From an optimization exercise on the open Yosys and OpenROAD flow, aimed at small area, a short achievable clock period and few clock cycles per item; shortcuts taken in it are not production practice.
Function was checked by simulation only, so behaviour that the tests miss may differ from the original.

## flow/run.sh

```bash
#!/bin/bash
# synth_recipe.tcl (not shown) runs the flow's synth.tcl, then flattens the netlist and writes it again
# the make line also repeats each setting of config.mk as NAME=value (left out here)
make -C /OpenROAD-flow-scripts/flow DESIGN_CONFIG=/design/flow/config.mk WORK_HOME=/design/flow/orfs CLKGATE_MAP_FILE= SYNTH_SCRIPT=/design/flow/synth_recipe.tcl finish
```

## flow/config.mk

```make
export PLATFORM = sky130hd
export DESIGN_NAME = sensor_thp_compensation_top
export DESIGN_NICKNAME = sensor_thp_compensation_top
export VERILOG_FILES = /design/flow/design.v
export SDC_FILE = /design/flow/constraint.sdc
export NUM_CORES = 4
export LEC_CHECK = 0
export ABC_AREA = 1
export CAP_MARGIN = 40
export CORE_MARGIN = 2
export CORE_UTILIZATION = 45
export PLACE_DENSITY = 0.55
export SLEW_MARGIN = 40
```

## flow/constraint.sdc

```tcl
create_clock -name core_clock -period 20.0 [get_ports {clk}]
set_input_delay 4.0000 -clock core_clock [delete_from_list [all_inputs] [get_ports {clk}]]
set_output_delay 4.0000 -clock core_clock [all_outputs]
set_load 0.01 [all_outputs]
```

## flow/design.v

```verilog
package sthp_pkg;
	localparam int unsigned CmdW = 2;
	localparam int unsigned RawW = 20;
	localparam int unsigned OutW = 18;
	localparam int unsigned CfgIdxW = 3;
	localparam int unsigned CfgDataW = 64;
	localparam logic [CmdW-1:0] CMD_TEMP  = 2'd0;
	localparam logic [CmdW-1:0] CMD_PRESS = 2'd1;
	localparam logic [CmdW-1:0] CMD_HUMID = 2'd2;
	localparam logic [CfgIdxW-1:0] REG_TEMP     = 3'd0;
	localparam logic [CfgIdxW-1:0] REG_PRESS_LO = 3'd1;
	localparam logic [CfgIdxW-1:0] REG_PRESS_HI = 3'd2;
	localparam logic [CfgIdxW-1:0] REG_PRESS_P9 = 3'd3;
	localparam logic [CfgIdxW-1:0] REG_HUMID    = 3'd4;
	localparam logic signed [31:0] TEMP_MIN   = -32'sd4000;
	localparam logic signed [31:0] TEMP_MAX   = 32'sd8500;
	localparam logic [31:0]        PRESS_MIN  = 32'd30000;
	localparam logic [31:0]        PRESS_MAX  = 32'd110000;
	localparam logic signed [31:0] HUM_CAP    = 32'sd419430400;
	localparam logic signed [31:0] HUM_MAX    = 32'sd102400;
endpackage
import sthp_pkg::*;
module sthp_div #(parameter int unsigned STEPS = 4) (
	input  logic [15:0] rem_i,
	input  logic [31:0] nq_i,
	input  logic [15:0] den_i,
	output logic [15:0] rem_o,
	output logic [31:0] nq_o
);
	always_comb begin
		logic [16:0] sh, diff;
		rem_o = rem_i;
		nq_o  = nq_i;
		for (int i = 0; i < STEPS; i++) begin
			sh   = {rem_o, nq_o[31]};
			diff = sh - {1'b0, den_i};
			if (!diff[16]) begin
				rem_o = diff[15:0];
				nq_o  = {nq_o[30:0], 1'b1};
			end else begin
				rem_o = sh[15:0];
				nq_o  = {nq_o[30:0], 1'b0};
			end
		end
	end
endmodule
module sthp_mul #(parameter int NA = 16, parameter int NB = 16, parameter int W = 32) (
	input  logic [NA-1:0] a,
	input  logic [NB-1:0] b,
	input  logic [W-1:0]  c,
	input  logic [W-1:0]  d,
	input  logic [W-1:0]  e,
	input  logic [W-1:0]  f,
	output logic [W-1:0]  y
);
	localparam int NBE = (NB + 1) / 2 * 2;         
	localparam int ND  = NBE / 2;                  
	logic [NBE:0]  bx;                             
	logic [W-1:0]  rows [ND+5];
	always_comb begin
		logic [W-1:0]    k, negs;
		logic            b0, b1, b2, one, two, neg;
		logic [NA:0]     mag, r;
		logic [W+NA+2:0] row;
		bx   = {{(NBE - NB + 1){b[NB-1]}}, b, 1'b0};
		k    = '0;
		negs = '0;
		for (int i = 0; i < ND; i++) begin
			b0   = bx[2*i];
			b1   = bx[2*i+1];
			b2   = bx[2*i+2];
			one  = b1 ^ b0;
			two  = (b2 & ~b1 & ~b0) | (~b2 & b1 & b0);
			neg  = b2;
			mag  = one ? {a[NA-1], a} : (two ? {a, 1'b0} : '0);
			r    = neg ? ~mag : mag;
			row  = '0;
			row[NA:0] = {~r[NA], r[NA-1:0]};
			row  = row << (2 * i);
			rows[i] = row[W-1:0];
			if (2 * i < W)
				negs[2*i] = neg;
			k = k - (W'(1) << (NA + 2 * i));
		end
		rows[ND]   = k + negs;
		rows[ND+1] = c;
		rows[ND+2] = d;
		rows[ND+3] = e;
		rows[ND+4] = f;
	end
	always_comb begin
		y = '0;
		for (int i = 0; i < ND + 5; i++)
			y = y + rows[i];
	end
endmodule
module sthp_sqr #(parameter int N = 17, parameter int W = 32) (
	input  logic [N-1:0] x,
	input  logic [W-1:0] c,
	output logic [W-1:0] y
);
	logic [W-1:0] rows [N+2];
	always_comb begin
		logic [W-1:0] k;
		k = '0;
		for (int i = 0; i <= N + 1; i++)
			rows[i] = '0;
		for (int i = 0; i < N; i++)
			if (2 * i < W)
				rows[N][2*i] = x[i];
		for (int i = 0; i < N - 1; i++)
			for (int j = i + 1; j < N; j++)
				if (i + j + 1 < W) begin
					if (j == N - 1) begin
						rows[i][i+j+1] = ~(x[i] & x[j]);
						k = k - (W'(1) << (i + j + 1));
					end else
						rows[i][i+j+1] = x[i] & x[j];
				end
		rows[N-1] = k;
		rows[N+1] = c;
	end
	always_comb begin
		y = '0;
		for (int i = 0; i <= N + 1; i++)
			y = y + rows[i];
	end
endmodule
import sthp_pkg::*;
module sensor_thp_compensation_top (
	input  logic                          clk,
	input  logic                          arst_n,
	input  logic                          s_tvalid,
	output logic                          s_tready,
	input  logic [23:0]                   s_tdata,   
	input  logic [sthp_pkg::CmdW-1:0]     s_tuser,   
	output logic                          m_tvalid,
	input  logic                          m_tready,
	output logic [23:0]                   m_tdata,   
	input  logic                          cfg_valid,
	output logic                          cfg_ready,
	input  logic [sthp_pkg::CfgIdxW-1:0]  cfg_index,
	input  logic [sthp_pkg::CfgDataW-1:0] cfg_data
);
	localparam int DIVK  = 11;             
	localparam int DS    = 7;              
	localparam int NST   = DS + DIVK + 3;  
	localparam int CAP   = NST + 2;        
	localparam int PW    = 5;               
	function automatic logic signed [31:0] sdiv(input logic signed [31:0] x,
		input int unsigned k);
		logic signed [31:0] bias;
		bias = x[31] ? ((32'sd1 <<< k) - 32'sd1) : 32'sd0;
		sdiv = (x + bias) >>> k;
	endfunction
	function automatic logic signed [31:0] sneg(input logic signed [31:0] x,
		input int unsigned k);
		logic [31:0] mask;
		mask = (32'd1 << k) - 32'd1;
		sneg = {31'd0, x[31] && ((x & mask) != 32'd0)};
	endfunction
	logic [47:0] tcal_q;
	logic [63:0] pcal_lo_q, pcal_hi_q, hcal_q;
	logic [15:0] p9_q;
	assign cfg_ready = 1'b1;
	always_ff @(posedge clk or negedge arst_n) begin
		if (!arst_n) begin
			tcal_q    <= '0;
			pcal_lo_q <= '0;
			pcal_hi_q <= '0;
			p9_q      <= '0;
			hcal_q    <= '0;
		end else if (cfg_valid) begin
			unique case (cfg_index)
				REG_TEMP:     tcal_q    <= cfg_data[47:0];
				REG_PRESS_LO: pcal_lo_q <= cfg_data;
				REG_PRESS_HI: pcal_hi_q <= cfg_data;
				REG_PRESS_P9: p9_q      <= cfg_data[15:0];
				REG_HUMID:    hcal_q    <= cfg_data;
				default:      ;
			endcase
		end
	end
	logic        [15:0] t1, p1;
	logic signed [15:0] t2, t3, p2, p3, p4, p5, p6, p7, p8, p9, h2;
	logic        [7:0]  h1, h3;
	logic signed [11:0] h4, h5;
	logic signed [7:0]  h6;
	assign t1 = tcal_q[15:0];
	assign t2 = tcal_q[31:16];
	assign t3 = tcal_q[47:32];
	assign p1 = pcal_lo_q[15:0];
	assign p2 = pcal_lo_q[31:16];
	assign p3 = pcal_lo_q[47:32];
	assign p4 = pcal_lo_q[63:48];
	assign p5 = pcal_hi_q[15:0];
	assign p6 = pcal_hi_q[31:16];
	assign p7 = pcal_hi_q[47:32];
	assign p8 = pcal_hi_q[63:48];
	assign p9 = p9_q;
	assign h1 = hcal_q[7:0];
	assign h2 = hcal_q[23:8];
	assign h3 = hcal_q[31:24];
	assign h4 = hcal_q[43:32];
	assign h5 = hcal_q[55:44];
	assign h6 = hcal_q[63:56];
	logic [NST-1:0] v_q;                   
	logic [1:0]     cmd_q [NST];           
	logic           s_tready_q;
	logic [PW:0]    cnt_q;                 
	logic           acc, del;
	assign acc = s_tvalid && s_tready_q;
	assign del = m_tvalid && m_tready;
	logic signed [20:0] pa_q;
	logic signed [18:0] pqx_q;
	logic               pqs_q;
	logic signed [21:0] ha_q;
	logic               ft_we;
	logic signed [21:0] ft_new;
	logic signed [31:0] pa_n, ha_n;
	logic [19:0]        raw0, raw1, raw2, raw3, raw4;
	logic signed [17:0] s0_ta;             
	logic signed [16:0] s0_tb;             
	logic signed [20:0] s1_ax, s2_ax;      
	logic               s1_as, s2_as;
	logic signed [19:0] s1_bx;             
	logic               s1_bs;
	logic [31:0]        s2_t;              
	logic signed [21:0] s3_ft;             
	logic [31:0]        s3_a, s3_b, s3_c;  
	logic [31:0]        s4_a, s4_b, s4_d;  
	logic [17:0]        s4_r;              
	logic [15:0]        s5_ax;             
	logic               s5_as;             
	logic [21:0]        s5_x;              
	logic [21:0]        s5_hx;             
	logic [31:0]        s6_m;              
	logic [21:0]        s6_x;              
	logic [31:0]        s7_nq;             
	logic signed [16:0] s7_den;            
	logic               s7_hi;
	logic [15:0]        dv_rem [DIVK+1];
	logic [31:0]        dv_nq  [DIVK+1];
	logic [15:0]        dv_den [DIVK+1];
	logic               dv_hi  [DIVK+1];
	logic               dv_neg [DIVK+1];   
	logic               dv_zero[DIVK+1];   
	logic               dv_qn  [DIVK+1];
	logic [31:0]        e1_m, e1_x;        
	logic               e1_zero;
	logic [31:0]        e2_a, e2_b, e2_x;
	logic               e2_zero;
	logic signed [17:0] t_a0;
	logic signed [16:0] t_b0;
	always_comb begin
		t_a0 = signed'({1'b0, s_tdata[19:3]}) - signed'({1'b0, t1, 1'b0});
		t_b0 = signed'({1'b0, s_tdata[19:4]}) - signed'({1'b0, t1});
	end
	logic [31:0]        m1a, m1b;
	sthp_mul #(.NA(18), .NB(16)) u_m1a (.a(s0_ta), .b(t2), .c('0), .d('0), .e('0), .f('0), .y(m1a));
	sthp_sqr #(.N(17))           u_m1b (.x(s0_tb), .c('0), .y(m1b));
	logic signed [31:0] t3_32;
	logic [31:0]        m2t;
	assign t3_32 = t3;
	sthp_mul #(.NA(20), .NB(16)) u_m2t (.a(s1_bx), .b(t3), .c(s1_bs ? t3_32 : '0), .d('0), .e('0), .f('0), .y(m2t));
	logic signed [31:0] pa, pqx, ha, ft32, h4_32, s2tx, ft_t, s2ax32;
	logic               pqs;
	logic signed [21:0] x3a, x3b, x3c;
	logic signed [18:0] y3a, nh5;
	logic signed [15:0] y3b, y3c;
	logic [31:0]        c3a, m3a, m3b, m3c;
	always_comb begin
		pa  = pa_q;
		pqx = pqx_q;
		pqs = pqs_q;
		ha  = ha_q;
		h4_32 = h4;
		nh5 = h5;
		nh5 = -nh5;
		x3a = '0; y3a = '0; x3b = '0; y3b = '0; x3c = '0; y3c = '0; c3a = '0;
		unique case (cmd_q[2])
			CMD_PRESS: begin
				x3a = pqx[21:0]; y3a = pqx[18:0];
				c3a = pqs ? {pqx[30:0], 1'b1} : '0;
				x3b = pa[21:0]; y3b = p5;
				x3c = pa[21:0]; y3c = p2;
			end
			default: begin
				x3a = ha[21:0]; y3a = nh5;
				c3a = (signed'({12'd0, raw2}) <<< 14) - (h4_32 <<< 20) + 32'sd16384;
				x3b = ha[21:0]; y3b = h6;
				x3c = ha[21:0]; y3c = {8'd0, h3};
			end
		endcase
		s2tx   = s2_t;
		s2ax32 = s2_ax;
		ft_t   = s2ax32 + signed'({31'd0, s2_as}) + (s2tx >>> 14) + sneg(s2tx, 14);
		ft_new = ft_t[21:0];
		ft32   = ft_new;
		pa_n   = (ft32 >>> 1) + sneg(ft32, 1) - 32'sd64000;
		ha_n   = ft32 - 32'sd76800;
		ft_we  = v_q[2] && cmd_q[2] == CMD_TEMP;
	end
	sthp_mul #(.NA(22), .NB(19)) u_m3a (.a(x3a), .b(y3a), .c(c3a), .d('0), .e('0), .f('0), .y(m3a));
	sthp_mul #(.NA(22), .NB(16)) u_m3b (.a(x3b), .b(y3b), .c('0),  .d('0), .e('0), .f('0), .y(m3b));
	sthp_mul #(.NA(22), .NB(16)) u_m3c (.a(x3c), .b(y3c), .c('0),  .d('0), .e('0), .f('0), .y(m3c));
	logic signed [20:0] x4a;
	logic signed [18:0] y4a, x13;
	logic [31:0]        m4a, m4b, c4a, d4a, e4a, f4a, d4b;
	logic signed [31:0] s3bx, s3cx, hx1, hx2;
	logic               hs1, hs2;
	logic signed [31:0] s3ax, p6_32, p3_32, t_tmp, ft3_32, x11;
	logic [17:0]        t_res;
	always_comb begin
		s3ax  = s3_a;
		p6_32 = p6;
		p3_32 = p3;
		x11   = s3ax >>> 11;
		x13   = 19'(s3ax >>> 13);
		d4b   = sneg(s3ax, 13) != 0 ? p3_32 : '0;
		s3bx  = s3_b;
		s3cx  = s3_c;
		hx1   = s3bx >>> 10;
		hs1   = sneg(s3bx, 10) != 0;
		hx2   = s3cx >>> 11;
		hs2   = sneg(s3cx, 11) != 0;
		if (cmd_q[3] == CMD_PRESS) begin
			x4a = x11[20:0];
			y4a = p6;
			c4a = {s3_b[30:0], 1'b0};
			d4a = sneg(s3ax, 11) != 0 ? p6_32 : '0;
			e4a = '0;
			f4a = '0;
		end else begin
			x4a = hx1[20:0];
			y4a = hx2[18:0];
			c4a = hx1 <<< 15;
			d4a = hs2 ? hx1 : '0;
			e4a = hs1 ? hx2 : '0;
			f4a = {16'd0, hs1, 14'd0, hs1 & hs2};
		end
		ft3_32 = s3_ft;
		t_tmp = sdiv(ft3_32 * 32'sd5 + 32'sd128, 8);
		if (t_tmp < TEMP_MIN)
			t_res = TEMP_MIN[OutW-1:0];
		else if (t_tmp > TEMP_MAX)
			t_res = TEMP_MAX[OutW-1:0];
		else
			t_res = t_tmp[OutW-1:0];
	end
	sthp_mul #(.NA(21), .NB(19)) u_m4a (.a(x4a), .b(y4a), .c(c4a), .d(d4a), .e(e4a), .f(f4a), .y(m4a));
	sthp_mul #(.NA(19), .NB(16)) u_m4b (.a(x13), .b(p3),  .c('0),  .d(d4b), .e('0), .f('0), .y(m4b));
	logic signed [31:0] p_ed, p_b, p_p0, p4_32, s4ax, s4bx, s4dx, a2x, h4x, h_e;
	always_comb begin
		p4_32 = p4;
		s4ax = s4_a;
		s4bx = s4_b;
		s4dx = s4_d;
		p_ed = (s4bx >>> 3) + sneg(s4bx, 3) + (s4dx >>> 1) + sneg(s4dx, 1);
		a2x  = p_ed >>> 18;
		p_b  = (s4ax >>> 2) + sneg(s4ax, 2) + (p4_32 <<< 16);
		p_p0 = 32'sd1048576 - signed'({12'd0, raw4}) - (p_b >>> 12) - sneg(p_b, 12);
		h4x  = s4ax >>> 10;
		h_e  = sdiv(s4_d, 15);
	end
	logic [22:0]        x6;
	logic signed [16:0] y6;
	logic signed [31:0] h2_32;
	logic [31:0]        c6, d6, m6;
	always_comb begin
		h2_32 = h2;
		if (cmd_q[5] == CMD_PRESS) begin
			x6 = {7'd0, p1};
			y6 = signed'({1'b0, s5_ax});
			c6 = '0;
			d6 = s5_as ? {16'd0, p1} : '0;
		end else begin
			x6 = {1'b0, s5_hx};
			y6 = h2;
			c6 = 32'd8192;
			d6 = s5_as ? h2_32 : '0;
		end
	end
	sthp_mul #(.NA(23), .NB(17)) u_m6 (.a(x6), .b(y6), .c(c6), .d(d6), .e('0), .f('0), .y(m6));
	logic signed [31:0] p_a3, p_1v, p0_32, hbx, he32;
	logic signed [21:0] p0_22;
	logic signed [16:0] he7;
	logic signed [17:0] hb7;
	logic [31:0]        p_num, m7;
	always_comb begin
		p_a3  = sdiv(signed'(s6_m), 15);
		p0_22 = s6_x;
		p0_32 = p0_22;
		p_1v  = p0_32 * 32'sd3125;
		p_num = p_1v[31] ? p_1v : {p_1v[30:0], 1'b0};
		he7   = s6_x[16:0];
		he32  = he7;
		hbx   = signed'(s6_m) >>> 14;
		hb7   = hbx[17:0];
	end
	sthp_mul #(.NA(18), .NB(17)) u_m7 (.a(hb7), .b(he7), .c('0),
		.d(sneg(s6_m, 14) != 0 ? he32 : '0), .e('0), .f('0), .y(m7));
	logic [15:0] dv_rem_n [DIVK];
	logic [31:0] dv_nq_n  [DIVK];
	genvar gi;
	generate
		for (gi = 0; gi < DIVK; gi++) begin : g_div
			sthp_div #(.STEPS(gi < 32 % DIVK ? 32 / DIVK + 1 : 32 / DIVK)) u_div (
				.rem_i (dv_rem[gi]),
				.nq_i  (dv_nq[gi]),
				.den_i (dv_den[gi]),
				.rem_o (dv_rem_n[gi]),
				.nq_o  (dv_nq_n[gi])
			);
		end
	endgenerate
	assign dv_nq[0]   = s7_nq;
	assign dv_rem[0]  = '0;
	assign dv_den[0]  = s7_den[15:0];
	assign dv_hi[0]   = s7_hi;
	assign dv_neg[0]  = s7_den[16];
	assign dv_zero[0] = s7_den == 0;
	assign dv_qn[0]   = neg_q;
	logic [16:0] neg_m;
	logic        neg_q;
	always_comb begin
		neg_m = 17'(-s7_den);
		neg_q = (~s7_nq) < {15'd0, neg_m};
	end
	logic [31:0]        p_2v, q_fin, ce1, me1;
	logic [29:0]        xe1;
	logic signed [31:0] hsx, dvx;
	logic               hss;
	always_comb begin
		q_fin = dv_neg[DIVK] ? {31'd0, dv_qn[DIVK]} : dv_nq[DIVK];
		p_2v  = dv_hi[DIVK] ? {q_fin[30:0], 1'b0} : q_fin;
		dvx   = dv_nq[DIVK];
		hsx   = dvx >>> 15;
		hss   = sneg(dvx, 15) != 0;
		if (cmd_q[DS+DIVK] == CMD_PRESS) begin
			xe1 = {1'b0, p_2v[31:3]};
			ce1 = '0;
		end else begin
			xe1 = hsx[29:0];
			ce1 = hss ? {hsx[30:0], 1'b1} : '0;
		end
	end
	sthp_sqr #(.N(30)) u_me1 (.x(xe1), .c(ce1), .y(me1));
	logic signed [24:0] xe2b;
	logic signed [15:0] ye2b;
	logic [31:0]        me2a, me2b, de2b;
	logic signed [30:0] pe2;
	logic signed [31:0] hd2, pc2, e1mx;
	always_comb begin
		pe2  = {1'b0, e1_x[31:2]};
		pc2  = {13'd0, e1_m[31:13]};
		e1mx = e1_m;
		hd2  = e1mx >>> 7;
		if (cmd_q[DS+DIVK+1] == CMD_PRESS) begin
			xe2b = pc2[24:0];
			ye2b = p9;
			de2b = '0;
		end else begin
			xe2b = hd2[24:0];
			ye2b = {8'd0, h1};
			de2b = sneg(e1mx, 7) != 0 ? {24'd0, h1} : '0;
		end
	end
	sthp_mul #(.NA(31), .NB(16)) u_me2a (.a(pe2),  .b(p8),   .c('0), .d('0),  .e('0), .f('0), .y(me2a));
	sthp_mul #(.NA(25), .NB(16)) u_me2b (.a(xe2b), .b(ye2b), .c('0), .d(de2b), .e('0), .f('0), .y(me2b));
	logic signed [31:0] p_s3, hum, p7_32, e2ax, e2bx, e2xx;
	logic [31:0]        p_sum;
	logic [17:0]        res;
	always_comb begin
		p7_32 = p7;
		e2ax  = e2_a;
		e2bx  = e2_b;
		e2xx  = e2_x;
		p_s3  = (e2bx >>> 12) + sneg(e2bx, 12) + (e2ax >>> 13) + sneg(e2ax, 13) + p7_32;
		p_sum = e2xx + (p_s3 >>> 4) + sneg(p_s3, 4);
		hum   = e2xx - (e2bx >>> 4) - sneg(e2bx, 4);
		if (hum < 0)
			hum = '0;
		if (hum > HUM_CAP)
			hum = HUM_CAP;
		hum = hum >>> 12;
		if (hum > HUM_MAX)
			hum = HUM_MAX;
		unique case (cmd_q[NST-1])
			CMD_PRESS: begin
				if (e2_zero || p_sum < PRESS_MIN)
					res = PRESS_MIN[OutW-1:0];
				else if (p_sum > PRESS_MAX)
					res = PRESS_MAX[OutW-1:0];
				else
					res = p_sum[OutW-1:0];
			end
			CMD_HUMID: res = hum[OutW-1:0];
			CMD_TEMP:  res = e2_x[OutW-1:0];
			default:   res = '0;
		endcase
	end
	always_ff @(posedge clk) begin
		raw0  <= s_tdata[RawW-1:0];
		s0_ta <= t_a0;
		s0_tb <= t_b0;
		raw1  <= raw0;
		s1_ax <= 21'(signed'(m1a) >>> 11);
		s1_as <= sneg(m1a, 11) != 0;
		s1_bx <= 20'(signed'(m1b) >>> 12);
		s1_bs <= sneg(m1b, 12) != 0;
		raw2  <= raw1;
		s2_t  <= m2t;
		s2_ax <= s1_ax;
		s2_as <= s1_as;
		raw3  <= raw2;
		s3_ft <= ft_new;
		s3_a  <= m3a;
		s3_b  <= m3b;
		s3_c  <= m3c;
		raw4 <= raw3;
		s4_a <= m4a;
		s4_b <= m4b;
		s4_d <= (cmd_q[3] == CMD_PRESS) ? s3_c : s3_a;
		s4_r <= t_res;
		s5_ax <= {~a2x[15], a2x[14:0]};
		s5_as <= (cmd_q[4] == CMD_PRESS) ? sneg(p_ed, 18) != 0 : sneg(s4ax, 10) != 0;
		s5_hx <= {~h4x[21], h4x[20:0]};
		s5_x  <= (cmd_q[4] == CMD_PRESS) ? p_p0[21:0] :
		         (cmd_q[4] == CMD_HUMID) ? h_e[21:0] : {4'd0, s4_r};
		s6_m <= m6;
		s6_x <= s5_x;
		s7_nq  <= (cmd_q[6] == CMD_PRESS) ? p_num :
		          (cmd_q[6] == CMD_HUMID) ? m7 : {14'd0, s6_x[17:0]};
		s7_den <= p_a3[16:0];
		s7_hi  <= p_1v[31];
		for (int i = 0; i < DIVK; i++) begin
			dv_rem[i+1]  <= dv_rem_n[i];
			dv_nq[i+1]   <= (cmd_q[DS+i] == CMD_PRESS) ? dv_nq_n[i] : dv_nq[i];
			dv_den[i+1]  <= dv_den[i];
			dv_hi[i+1]   <= dv_hi[i];
			dv_neg[i+1]  <= dv_neg[i];
			dv_zero[i+1] <= dv_zero[i];
			dv_qn[i+1]   <= dv_qn[i];
		end
		e1_m    <= me1;
		e1_x    <= (cmd_q[DS+DIVK] == CMD_PRESS) ? p_2v : dv_nq[DIVK];
		e1_zero <= dv_zero[DIVK];
		e2_a    <= me2a;
		e2_b    <= me2b;
		e2_x    <= e1_x;
		e2_zero <= e1_zero;
		for (int i = 0; i < NST; i++)
			cmd_q[i] <= (i == 0) ? s_tuser : cmd_q[i-1];
	end
	logic [OutW-1:0] fifo_q [CAP];
	logic [PW-1:0]   wp_q, rp_q;
	logic [PW:0]     fcnt_q;
	logic            m_tvalid_q;
	logic            wr;
	logic [PW:0]     fcnt_n, cnt_n;
	assign wr     = v_q[NST-1];
	assign fcnt_n = fcnt_q + (wr ? 1 : 0) - (del ? 1 : 0);
	assign cnt_n  = cnt_q + (acc ? 1 : 0) - (del ? 1 : 0);
	always_ff @(posedge clk) begin
		if (wr)
			fifo_q[wp_q] <= res;
	end
	always_ff @(posedge clk or negedge arst_n) begin
		if (!arst_n) begin
			v_q        <= '0;
			pa_q       <= -21'sd64000;
			pqx_q      <= -19'sd16000;
			pqs_q      <= 1'b0;
			ha_q       <= -22'sd76800;
			s_tready_q <= 1'b1;
			cnt_q      <= '0;
			fcnt_q     <= '0;
			wp_q       <= '0;
			rp_q       <= '0;
			m_tvalid_q <= 1'b0;
		end else begin
			v_q <= {v_q[NST-2:0], acc};
			if (ft_we) begin
				pa_q  <= pa_n[20:0];
				pqx_q <= pa_n[20:2];
				pqs_q <= pa_n[31] && (pa_n[1:0] != 2'd0);
				ha_q  <= ha_n[21:0];
			end
			cnt_q      <= cnt_n;
			s_tready_q <= cnt_n < CAP;
			fcnt_q     <= fcnt_n;
			m_tvalid_q <= fcnt_n != 0;
			if (wr)
				wp_q <= (wp_q == PW'(CAP - 1)) ? '0 : wp_q + 1'b1;
			if (del)
				rp_q <= (rp_q == PW'(CAP - 1)) ? '0 : rp_q + 1'b1;
		end
	end
	assign s_tready = s_tready_q;
	assign m_tvalid = m_tvalid_q;
	assign m_tdata  = {{(24-OutW){1'b0}}, fifo_q[rp_q]};
endmodule
```

==> reports/results.ini, run 1 <==
[status]
status = timing/DRC/antenna clean

[routing]
drc = 0
drt-pass1-iter-count = 8
drt-total-wl_um = 758000
vias = 196000
drtIter0Drc = 16600
viasPerCell = 5.49
ant_nets = 0
routedWlPerCell_um = 21.3

[clock_tree]
clock-sinks = 2289
h-tree-depth = 5
clockBufferDepth = 4
cts_resized = 0
cts-buffers-inserted = 279
cts.clk_slew.worst_paths_ps = 60
cts_tree = built
insertion_delay_ps = 960
clockRootBuffer = clkbuf_16
ctsHoldBuffers = 0
cts_setup_buffers = 0

[grt]
grt_pass1_wl_um = 1150000
track_usage = 0.284
grt_pass1_vias = 190000
grt_max_degree = 114
grt_antenna_before_repair = 57
grt_overflow = 0

[timing]
whs_ps = 268
relSlewSlack = 0.347
rsz0062_at_grt = false
worst_slew_pin_slew_ps = 978
finClkSkew_ps = 74.4
min_period_ps = 9710
finalCritPeriodShare = 0.485
finalMaxSlewViolations = 0
setup_viol = 0
tns_ps = 0
finalHoldViolCount = 0
max_clock_freq_mhz = 103

[floorplan]
initial_utilization = 0.452
fp.dieH_um = 722
ios = 125
coreArea_um2 = 513000
die_w_um = 722
die-area_um2 = 521000
rows = 263

[synth]
synth-seq-area-share = 0.223
yosysTopAreaCellShare = 0.171
yosysWarnings = 45
synth.cell_area_um2 = 232000
yosysUniqueCellTypes = 81
synth_compound_area_frac = 0.157
synthMuxAreaShare = 0.000442
synthSimpleGateAreaFrac = 0.136
synth_top_family_by_area = adder cells
post_synth_xor_area_fraction = 0.104
synth_area_per_cell_um2 = 7.98
synthAdderAreaFrac = 0.287
synth_top_area_cell = fa_1
syn-instance-count = 29100
synth_ff_type = dfxtp_1
async_flop_share = 0.151
yosys-top-cells-area = fa_1 (17%), dfxtp_1 (13%), ha_1 (12%)
ys_ff_latch = 2289
synth_edf_count = 414

[cells_and_area]
drive_gt1_frac = 0.0473
syn2layout_area_growth_pct = 7.80
multi_input_area_um2 = 160000
seqCellArea_um2 = 51700
nets = 32800
fillerInstances = 50500

[job]
max-cap-violations = 0

[critical_path]
max_stage_delay_ps = 560
endpoint_kind = register
worstPathRequired_ps = 20840
critPathLaunchType = register
crit_path_top_delay_cell = fa_1
arrival_ps = 10550
crit_type = register to register
crit_top_cell = nand2_1
crit_fanout = 40

[placed_design]
portBuffers = 113
gp_congestion = 0.961
dp_hpwl_um = 592000

[worst_hold_path]
hold_path_class = register to register

[kinds of logic after synthesis]
kind of cell	after synthesis
flip-flops	2289
multiplexers	10
AO/OA/AOI/OAI	6512
XOR/XNOR	2743
AND/OR/NAND/NOR	7789
adder cells (fa/ha/maj)	4142
other	2
buffers and inverters	5583
[registers in the layout (all words and copies together), names as in the netlist, 42 cells and up]
name / count
cmd_q: 42
dv_den: 160
dv_nq: 352
dv_rem: 160
fifo_q: 414
hcal_q: 64
pcal_hi_q: 64
pcal_lo_q: 64
tcal_q: 48
[through the flow]
stage	setup WS, ps	cells	util	instance area, um2
floorplan	13100	29100	-	232000
global placement	10440	35100	0.467	240000
detailed placement	10460	35100	0.468	240000
CTS	10450	35600	0.487	250000
global route	9860	35600	0.487	250000
finish	10290	35600	0.487	250000
[critical path, delay by kind of cell (launching register included)]
family | cells | cell delay, ps
AO/OA/AOI/OAI | 8 | 1950
buffers and inverters | 11 | 2710
adder cells (fa/ha/maj) | 7 | 2600
AND/OR/NAND/NOR | 10 | 1520
XOR/XNOR | 2 | 360
flip-flops | 1 | 340
[cell usage in the layout (no fill, tap or decap), types with 40 or more instances in the layout]
cell type           n
nand3_1           645
clkbuf_16         287
o21ai_1           189
nand4_1           141
a22oi_1            40
a211oi_1           86
nand2_1          5235
nor2_1           1231
inv_1            4164
dfrtp_1           323
ha_1             2166
clkbuf_8           45
a21o_1             85
nand2_2            75
clkinv_1           64
edfxtp_1          414
fa_1             1976
o21ai_2            85
nor4_1             63
o221ai_1           46
or2_2              71
o21ai_0          2461
dfxtp_1          1523
nor2_2             48
nor3_1            153
xor2_1           2330
a31oi_1           143
diode_2            51
inv_2              96
o21bai_1          113
a21oi_1          1855
buf_4             362
o211ai_1          269
o31ai_1            59
clkdlybuf4s50_1   112
o22ai_1           880
xnor2_1           405
[cell usage after synthesis (all sizes together) (15+ instances only)]
cell type and count:
o21bai 117, dfrtp 328, xor2 2336, edfxtp 414, a21o 85, nor2 1296
o21a 37, buf 320, nand3 663, clkinv 52, o221ai 46, a21oi 1871
fa 1976, inv 4266, a31oi 144, o21ai 2746, o31ai 59, clkbuf 945
dfxtp 1530, o22ai 882, nand3b 34, o2111ai 15, a221oi 21, dfstp 17
a211oi 96, nand4 142, o211ai 275, nor4 63, a21boi 50, ha 2166
nand2 5314, nor3 161, or2 83, xnor2 407, a22oi 40
[layer usage]
layer / vias to the layer above / part of all wire / global-route usage / routed length [um]
met2: 6794 / 0.44 / 0.447 / 336000
met1: 93600 / 0.44 / 0.388 / 332000
met3: 1379 / 0.075 / 0.0505 / 57100
li1: 93800 / - / - / -
met5: - / 0.00033 / 0 / 248
met4: 40 / 0.044 / 0.112 / 33200
[area by class of cell]
cell class	instances	area share
timing repair buffer	495	0.0165
sequential	2289	0.207
clock buffer	371	0.0318
tap	6757	0.0338
antenna	51	0.000510
multi-input combinational	21200	0.638
clock inverter	134	0.00739
inverter	4318	0.0649
[path summary, 6_finish.rpt]
check,from,to,slack [ps],depth (start not counted)
setup / recovery,cmd_q[2][0]$_DFF_P_,s3_a[31]$_DFF_P_,10290,38
hold / removal,dv_zero[9]$_DFF_P_,dv_zero[10]$_DFF_P_,270,0
setup reg to reg,cmd_q[2][0]$_DFF_P_,s3_a[31]$_DFF_P_,10290,38
hold reg to reg,dv_zero[9]$_DFF_P_,dv_zero[10]$_DFF_P_,270,0
max in group asynchronous,arst_n,rp_q[0]$_DFFE_PN0P_,15140,3
min in group asynchronous,arst_n,tcal_q[20]$_DFFE_PN0P_,2970,1
Testbench counts, summed over its fixed seeds: cycles 3,392, items 3,200.
==> inputs of run 2 (changes only) <==
--- a/flow/design.v
+++ b/flow/design.v
@@ -241,5 +241,3 @@
 	logic               s7_hi;
-	logic [15:0]        dv_rem [DIVK+1];
-	logic [31:0]        dv_nq  [DIVK+1];
-	logic [15:0]        dv_den [DIVK+1];
+	logic [31:0]        dv_nq  [DIVK+1];   
 	logic               dv_hi  [DIVK+1];
@@ -252,2 +250,8 @@
 	logic               e2_zero;
+	logic               hold_v;            
+	logic [1:0]         hold_cmd;
+	logic [19:0]        hold_raw;
+	logic [1:0]         in_cmd;
+	logic [19:0]        in_raw;
+	logic               cand, clash, issue;
 	logic signed [17:0] t_a0;
@@ -255,12 +259,26 @@
 	always_comb begin
-		t_a0 = signed'({1'b0, s_tdata[19:3]}) - signed'({1'b0, t1, 1'b0});
-		t_b0 = signed'({1'b0, s_tdata[19:4]}) - signed'({1'b0, t1});
+		in_cmd = hold_v ? hold_cmd : s_tuser;
+		in_raw = hold_v ? hold_raw : s_tdata[RawW-1:0];
+		cand   = hold_v || acc;
+		clash  = v_q[0] && cmd_q[0] == in_cmd && (in_cmd == CMD_TEMP || in_cmd == CMD_PRESS);
+		issue  = cand && !clash;
+		t_a0 = signed'({1'b0, in_raw[19:3]}) - signed'({1'b0, t1, 1'b0});
+		t_b0 = signed'({1'b0, in_raw[19:4]}) - signed'({1'b0, t1});
 	end
-	logic [31:0]        m1a, m1b;
-	sthp_mul #(.NA(18), .NB(16)) u_m1a (.a(s0_ta), .b(t2), .c('0), .d('0), .e('0), .f('0), .y(m1a));
-	sthp_sqr #(.N(17))           u_m1b (.x(s0_tb), .c('0), .y(m1b));
 	logic signed [31:0] t3_32;
-	logic [31:0]        m2t;
-	assign t3_32 = t3;
-	sthp_mul #(.NA(20), .NB(16)) u_m2t (.a(s1_bx), .b(t3), .c(s1_bs ? t3_32 : '0), .d('0), .e('0), .f('0), .y(m2t));
+	logic               sel_t3;
+	logic signed [19:0] xt;
+	logic signed [15:0] yt;
+	logic [31:0]        ct, mt, m1a, m1b, m2t;
+	always_comb begin
+		t3_32  = t3;
+		sel_t3 = v_q[1] && cmd_q[1] == CMD_TEMP;
+		xt     = sel_t3 ? s1_bx : 20'(s0_ta);
+		yt     = sel_t3 ? t3 : t2;
+		ct     = (sel_t3 && s1_bs) ? t3_32 : '0;
+	end
+	sthp_mul #(.NA(20), .NB(16)) u_mt (.a(xt), .b(yt), .c(ct), .d('0), .e('0), .f('0), .y(mt));
+	assign m1a = mt;
+	assign m2t = mt;
+	sthp_sqr #(.N(17))           u_m1b (.x(s0_tb), .c('0), .y(m1b));
 	logic signed [31:0] pa, pqx, ha, ft32, h4_32, s2tx, ft_t, s2ax32;
@@ -402,19 +420,42 @@
 		.d(sneg(s6_m, 14) != 0 ? he32 : '0), .e('0), .f('0), .y(m7));
-	logic [15:0] dv_rem_n [DIVK];
-	logic [31:0] dv_nq_n  [DIVK];
+	localparam int DIVU = (DIVK + 1) / 2;
+	logic [15:0] lrem_q [DIVU];
+	logic [31:0] lnq_q  [DIVU];
+	logic [15:0] lden_q [DIVU];
+	logic [15:0] lrem_n [DIVU];
+	logic [31:0] lnq_n  [DIVU];
+	logic [DIVU-1:0] lload;                 
 	genvar gi;
 	generate
-		for (gi = 0; gi < DIVK; gi++) begin : g_div
-			sthp_div #(.STEPS(gi < 32 % DIVK ? 32 / DIVK + 1 : 32 / DIVK)) u_div (
-				.rem_i (dv_rem[gi]),
-				.nq_i  (dv_nq[gi]),
-				.den_i (dv_den[gi]),
-				.rem_o (dv_rem_n[gi]),
-				.nq_o  (dv_nq_n[gi])
+		for (gi = 0; gi < DIVU; gi++) begin : g_div
+			sthp_div #(.STEPS(2 * gi < 32 % DIVK ? 32 / DIVK + 1 : 32 / DIVK)) u_div (
+				.rem_i (lrem_q[gi]),
+				.nq_i  (lnq_q[gi]),
+				.den_i (lden_q[gi]),
+				.rem_o (lrem_n[gi]),
+				.nq_o  (lnq_n[gi])
 			);
+			if (gi == 0) begin : g_first
+				assign lload[gi] = v_q[DS-1] && cmd_q[DS-1] == CMD_PRESS;
+			end else begin : g_next
+				assign lload[gi] = v_q[DS+2*gi-1] && cmd_q[DS+2*gi-1] == CMD_PRESS;
+			end
 		end
 	endgenerate
+	always_ff @(posedge clk) begin
+		for (int j = 0; j < DIVU; j++) begin
+			if (j == 0) begin
+				lrem_q[j] <= lload[j] ? 16'd0 : lrem_n[j];
+				lnq_q[j]  <= lload[j] ? p_num : lnq_n[j];
+				if (lload[j])
+					lden_q[j] <= p_a3[15:0];
+			end else begin
+				lrem_q[j] <= lload[j] ? lrem_n[j-1] : lrem_n[j];
+				lnq_q[j]  <= lload[j] ? lnq_n[j-1] : lnq_n[j];
+				if (lload[j])
+					lden_q[j] <= lden_q[j-1];
+			end
+		end
+	end
 	assign dv_nq[0]   = s7_nq;
-	assign dv_rem[0]  = '0;
-	assign dv_den[0]  = s7_den[15:0];
 	assign dv_hi[0]   = s7_hi;
@@ -503,3 +544,3 @@
 	always_ff @(posedge clk) begin
-		raw0  <= s_tdata[RawW-1:0];
+		raw0  <= in_raw;
 		s0_ta <= t_a0;
@@ -537,5 +578,6 @@
 		for (int i = 0; i < DIVK; i++) begin
-			dv_rem[i+1]  <= dv_rem_n[i];
-			dv_nq[i+1]   <= (cmd_q[DS+i] == CMD_PRESS) ? dv_nq_n[i] : dv_nq[i];
-			dv_den[i+1]  <= dv_den[i];
+			if (i == DIVK - 1)
+				dv_nq[i+1] <= (cmd_q[DS+i] == CMD_PRESS) ? lnq_n[DIVU-1] : dv_nq[i];
+			else
+				dv_nq[i+1] <= dv_nq[i];
 			dv_hi[i+1]   <= dv_hi[i];
@@ -553,3 +595,3 @@
 		for (int i = 0; i < NST; i++)
-			cmd_q[i] <= (i == 0) ? s_tuser : cmd_q[i-1];
+			cmd_q[i] <= (i == 0) ? in_cmd : cmd_q[i-1];
 	end
@@ -561,2 +603,4 @@
 	logic [PW:0]     fcnt_n, cnt_n;
+	logic [PW-1:0]   rp_n;
+	logic [OutW-1:0] out_q;                
 	assign wr     = v_q[NST-1];
@@ -564,2 +608,3 @@
 	assign cnt_n  = cnt_q + (acc ? 1 : 0) - (del ? 1 : 0);
+	assign rp_n   = !del ? rp_q : (rp_q == PW'(CAP - 1)) ? '0 : rp_q + 1'b1;
 	always_ff @(posedge clk) begin
@@ -567,2 +612,3 @@
 			fifo_q[wp_q] <= res;
+		out_q <= (wr && wp_q == rp_n) ? res : fifo_q[rp_n];
 	end
@@ -571,2 +617,5 @@
 			v_q        <= '0;
+			hold_v     <= 1'b0;
+			hold_cmd   <= '0;
+			hold_raw   <= '0;
 			pa_q       <= -21'sd64000;
@@ -582,3 +631,8 @@
 		end else begin
-			v_q <= {v_q[NST-2:0], acc};
+			v_q <= {v_q[NST-2:0], issue};
+			hold_v <= cand && clash;
+			if (!hold_v) begin
+				hold_cmd <= s_tuser;
+				hold_raw <= s_tdata[RawW-1:0];
+			end
 			if (ft_we) begin
@@ -590,3 +644,3 @@
 			cnt_q      <= cnt_n;
-			s_tready_q <= cnt_n < CAP;
+			s_tready_q <= cnt_n < CAP && !(cand && clash);
 			fcnt_q     <= fcnt_n;
@@ -595,4 +649,3 @@
 				wp_q <= (wp_q == PW'(CAP - 1)) ? '0 : wp_q + 1'b1;
-			if (del)
-				rp_q <= (rp_q == PW'(CAP - 1)) ? '0 : rp_q + 1'b1;
+			rp_q <= rp_n;
 		end
@@ -601,3 +654,3 @@
 	assign m_tvalid = m_tvalid_q;
-	assign m_tdata  = {{(24-OutW){1'b0}}, fifo_q[rp_q]};
+	assign m_tdata  = {{(24-OutW){1'b0}}, out_q};
 endmodule
==> run 2 against run 1 <==
  * Clock-buffer cell count fell by 2
  * Cell area fell by 6.8%
  * Non-clock buffer count rose by 37
==> reports/results.ini, run 2 <==
[status]
status = timing/DRC/antenna clean  ; unchanged

[cells_and_area]
final_common_cell = nand2_1  ; unchanged
most-common-layout-cells = nand2_1 (4494), inv_1 (3738), xor2_1 (2105)  ; was nand2_1 (5235), inv_1 (4164), o21ai_0 (2461)
largest_register_ffs = 414  ; unchanged
reg_top3 = fifo_q x414, dv_nq x352, lnq_q x192  ; was fifo_q x414, dv_nq x352
nets = 29500  ; was 32800
syn2layout_area_growth_pct = 8.34  ; was 7.80%
top_register = fifo_q  ; unchanged
fin_cells = 32300  ; was 35600
drive_gt1_frac = 0.0512  ; was 0.0473

[critical_path]
crit_path_top_delay_cell = nor2_4  ; was fa_1
crit_top_cell = fa_1  ; was nand2_1
crit_type = register to register  ; unchanged
crit_fanout = 81  ; was 40
critPathLaunchType = register  ; unchanged
endpoint_kind = register  ; unchanged
arrival_ps = 10790  ; was 10550 ps
max_stage_delay_ps = 530  ; was 560 ps
worstPathRequired_ps = 20890  ; was 20840 ps

[timing]
min_period_ps = 9900  ; was 9710 ps
setup_viol = 0  ; unchanged
relSlewSlack = 0.335  ; was 0.347
tns_ps = 0  ; unchanged
finalHoldViolCount = 0  ; unchanged
worst_slew_pin_slew_ps = 987  ; was 978 ps
max_clock_freq_mhz = 101  ; was 103 MHz
finalMaxSlewViolations = 0  ; unchanged
finalCritPeriodShare = 0.495  ; was 0.485
rsz0062_at_grt = false  ; unchanged
finClkSkew_ps = 97.1  ; was 74.4 ps

[floorplan]
coreArea_um2 = 475000  ; was 513000 um2
fp.dieH_um = 696  ; was 722 um
die_w_um = 696  ; was 722 um
rows = 253  ; was 263
initial_utilization = 0.453  ; was 0.452
ios = 125  ; unchanged
die-area_um2 = 484000  ; was 521000 um2

[placed_design]
dp_cells = 31800  ; was 35100
gp_congestion = 0.954  ; was 0.961
dp_hpwl_um = 553000  ; was 592000 um
portBuffers = 113  ; unchanged

[clock_tree]
cts_tree = built  ; unchanged
cts_resized = 0  ; unchanged
h-tree-depth = 5  ; unchanged
cts-buffers-inserted = 272  ; was 279
clockBufferDepth = 4  ; unchanged
clockRootBuffer = clkbuf_16  ; unchanged
cts.clk_slew.worst_paths_ps = 70  ; was 60 ps
ctsHoldBuffers = 0  ; unchanged
clock-sinks = 2360  ; was 2289
insertion_delay_ps = 970  ; was 960 ps
cts_setup_buffers = 0  ; unchanged

[grt]
grt_overflow = 0  ; unchanged
grt_max_degree = 107  ; was 114
grt_antenna_before_repair = 67  ; was 57
track_usage = 0.292  ; was 0.284
grt_pass1_vias = 173000  ; was 190000
grt_pass1_wl_um = 1080000  ; was 1150000 um

[synth]
synth_ff_type = dfxtp_1  ; unchanged
synth_area_per_cell_um2 = 8.27  ; was 7.98 um2
ys_ff_latch = 2360  ; was 2289
synth_top_area_cell = fa_1  ; unchanged
synth_edf_count = 510  ; was 414
async_flop_share = 0.156  ; was 0.151
syn-instance-count = 26000  ; was 29100
yosysUniqueCellTypes = 90  ; was 81
yosysTopAreaCellShare = 0.175  ; was 0.171
synth-seq-area-share = 0.252  ; was 0.223
yosys-top-cells-area = fa_1 (17%), dfxtp_1 (14%), ha_1 (11%)  ; was fa_1 (17%), dfxtp_1 (13%), ha_1 (12%)
synth.cell_area_um2 = 215000  ; was 232000 um2
synthTopCellsByCount = nand2_1 (4515), inv_1 (3765), xor2_1 (2107)  ; was nand2_1 (5275), inv_1 (4203), o21ai_0 (2491)
yosysWarnings = 45  ; unchanged
yosysMostFrequentCell = nand2_1  ; unchanged

[routing]
vias = 178000  ; was 196000
ant_nets = 0  ; unchanged
viasPerCell = 5.50  ; was 5.49
drt-pass1-iter-count = 8  ; unchanged
drc = 0  ; unchanged
drtIter0Drc = 16700  ; was 16600
routedWlPerCell_um = 22.1  ; was 21.3 um
drt-total-wl_um = 716000  ; was 758000 um

[job]
max-cap-violations = 0  ; unchanged

[worst_hold_path]
hold_path_class = register to register  ; unchanged

## run 2: cell types whose count changed after synthesis, sizes merged, moves of 83 or more
cell | previous run | this run
xor2 | 2336 | 2111
nor2 | 1296 | 1166
inv | 4266 | 3853
o21ai | 2746 | 2226
xnor2 | 407 | 324
fa | 1976 | 1880
a21oi | 1871 | 1572
nand2 | 5314 | 4553
ha | 2166 | 1860
o211ai | 275 | 184
edfxtp | 414 | 510
## run 2: critical path, delay by kind of cell, from the launching register on
kind            cells  cell delay (ps)
fa+ha+maj           7             3290
simple gates       11             2620
buf+inv             9             2090
compound gates      7              870
xor+xnor            2              400
flops               1              360
## run 2: area by class of cell
| class | count | area [um2] |
|---|---|---|
| fill | 46400 | 242000 |
| multi-input combinational | 18600 | 142000 |
| sequential | 2360 | 54200 |
| inverter | 3899 | 14600 |
| tap | 6375 | 7980 |
| clock buffer | 369 | 7700 |
| timing repair buffer | 532 | 4540 |
| clock inverter | 124 | 1570 |
| antenna | 56 | 140 |
## run 2: metrics by stage
step / setup WS (ps) / cell area (um2) / hold WS (ps) / util
finish: 10100 / 233000 / 271 / 0.490
global route: 9590 / 233000 / 265 / 0.490
CTS: 10200 / 233000 / 245 / 0.490
detailed placement: 10190 / 224000 / 312 / 0.470
global placement: 9990 / 223000 / 310 / 0.469
floorplan: 12940 / 215000 / 310 / -
## run 2: kinds of logic (layout without fill, tap and decap cells)
family	after synthesis	after routing	share of synthesized area
xor gates and xnor gates	2435	2435	0.0994
and+or+nand+nor	6913	6913	0.131
muxes	12	12	0.000564
AOI/OAI and AO/OA	5505	5505	0.144
DFF	2360	2360	0.252
buffers and inverters	5058	4924	0.0900
adders and majority gates	3740	3740	0.283
other	2	63	0.0000349
## run 2: routing by layer
metal	track usage	up-vias	share of wire
met5	0.00230	-	0.00017
met4	0.100	18	0.036
met3	0.0536	1101	0.086
met2	0.446	6910	0.43
met1	0.415	85700	0.45
li1	-	84000	-
## run 2: path summary, 6_finish.rpt
kind                                             end  cells past startpoint           startpoint  slack (ps)
max reg2reg                         s4_a[30]$_DFF_P_                     36  cmd_q[3][1]$_DFF_P_       10100
min                                 raw4[15]$_DFF_P_                      0     raw3[15]$_DFF_P_         270
min reg2reg                         raw4[15]$_DFF_P_                      0     raw3[15]$_DFF_P_         270
max in group asynchronous     tcal_q[20]$_DFFE_PN0P_                      3               arst_n       14960
max                                 s4_a[30]$_DFF_P_                     36  cmd_q[3][1]$_DFF_P_       10100
min in group asynchronous  pcal_hi_q[50]$_DFFE_PN0P_                      1               arst_n        3020
Testbench counts of run 2, summed over its fixed seeds: cycles 3,392, items 3,200.

port drivers added, routing unchanged:
No port has a modelled driver above. Below, the same layouts with a new extraction and two added sets of constraints.
Step 1: set_driving_cell puts a clkbuf_16 on clk and a buf_2 on each other input, an assumption about the parent block.
Step 2 also shifts input and output timing later by t, the mid clock arrival at the registers, as if the neighbouring blocks saw the same clock.
Slacks: ideal / step 1 / step 2; pairs: ideal / step 1.
run	t (ns)	slack for setup (ns)	worst hold slack (ns)	slew at the worst register clock pin (ns)
run 1	1.063	10.294 / 10.294 / 10.294	0.268 / 0.268 / 0.268	0.08 / 0.08
run 2	1.046	10.098 / 10.098 / 10.098	0.271 / 0.271 / 0.271	0.08 / 0.08
After both steps setup and hold are still met in every run listed.
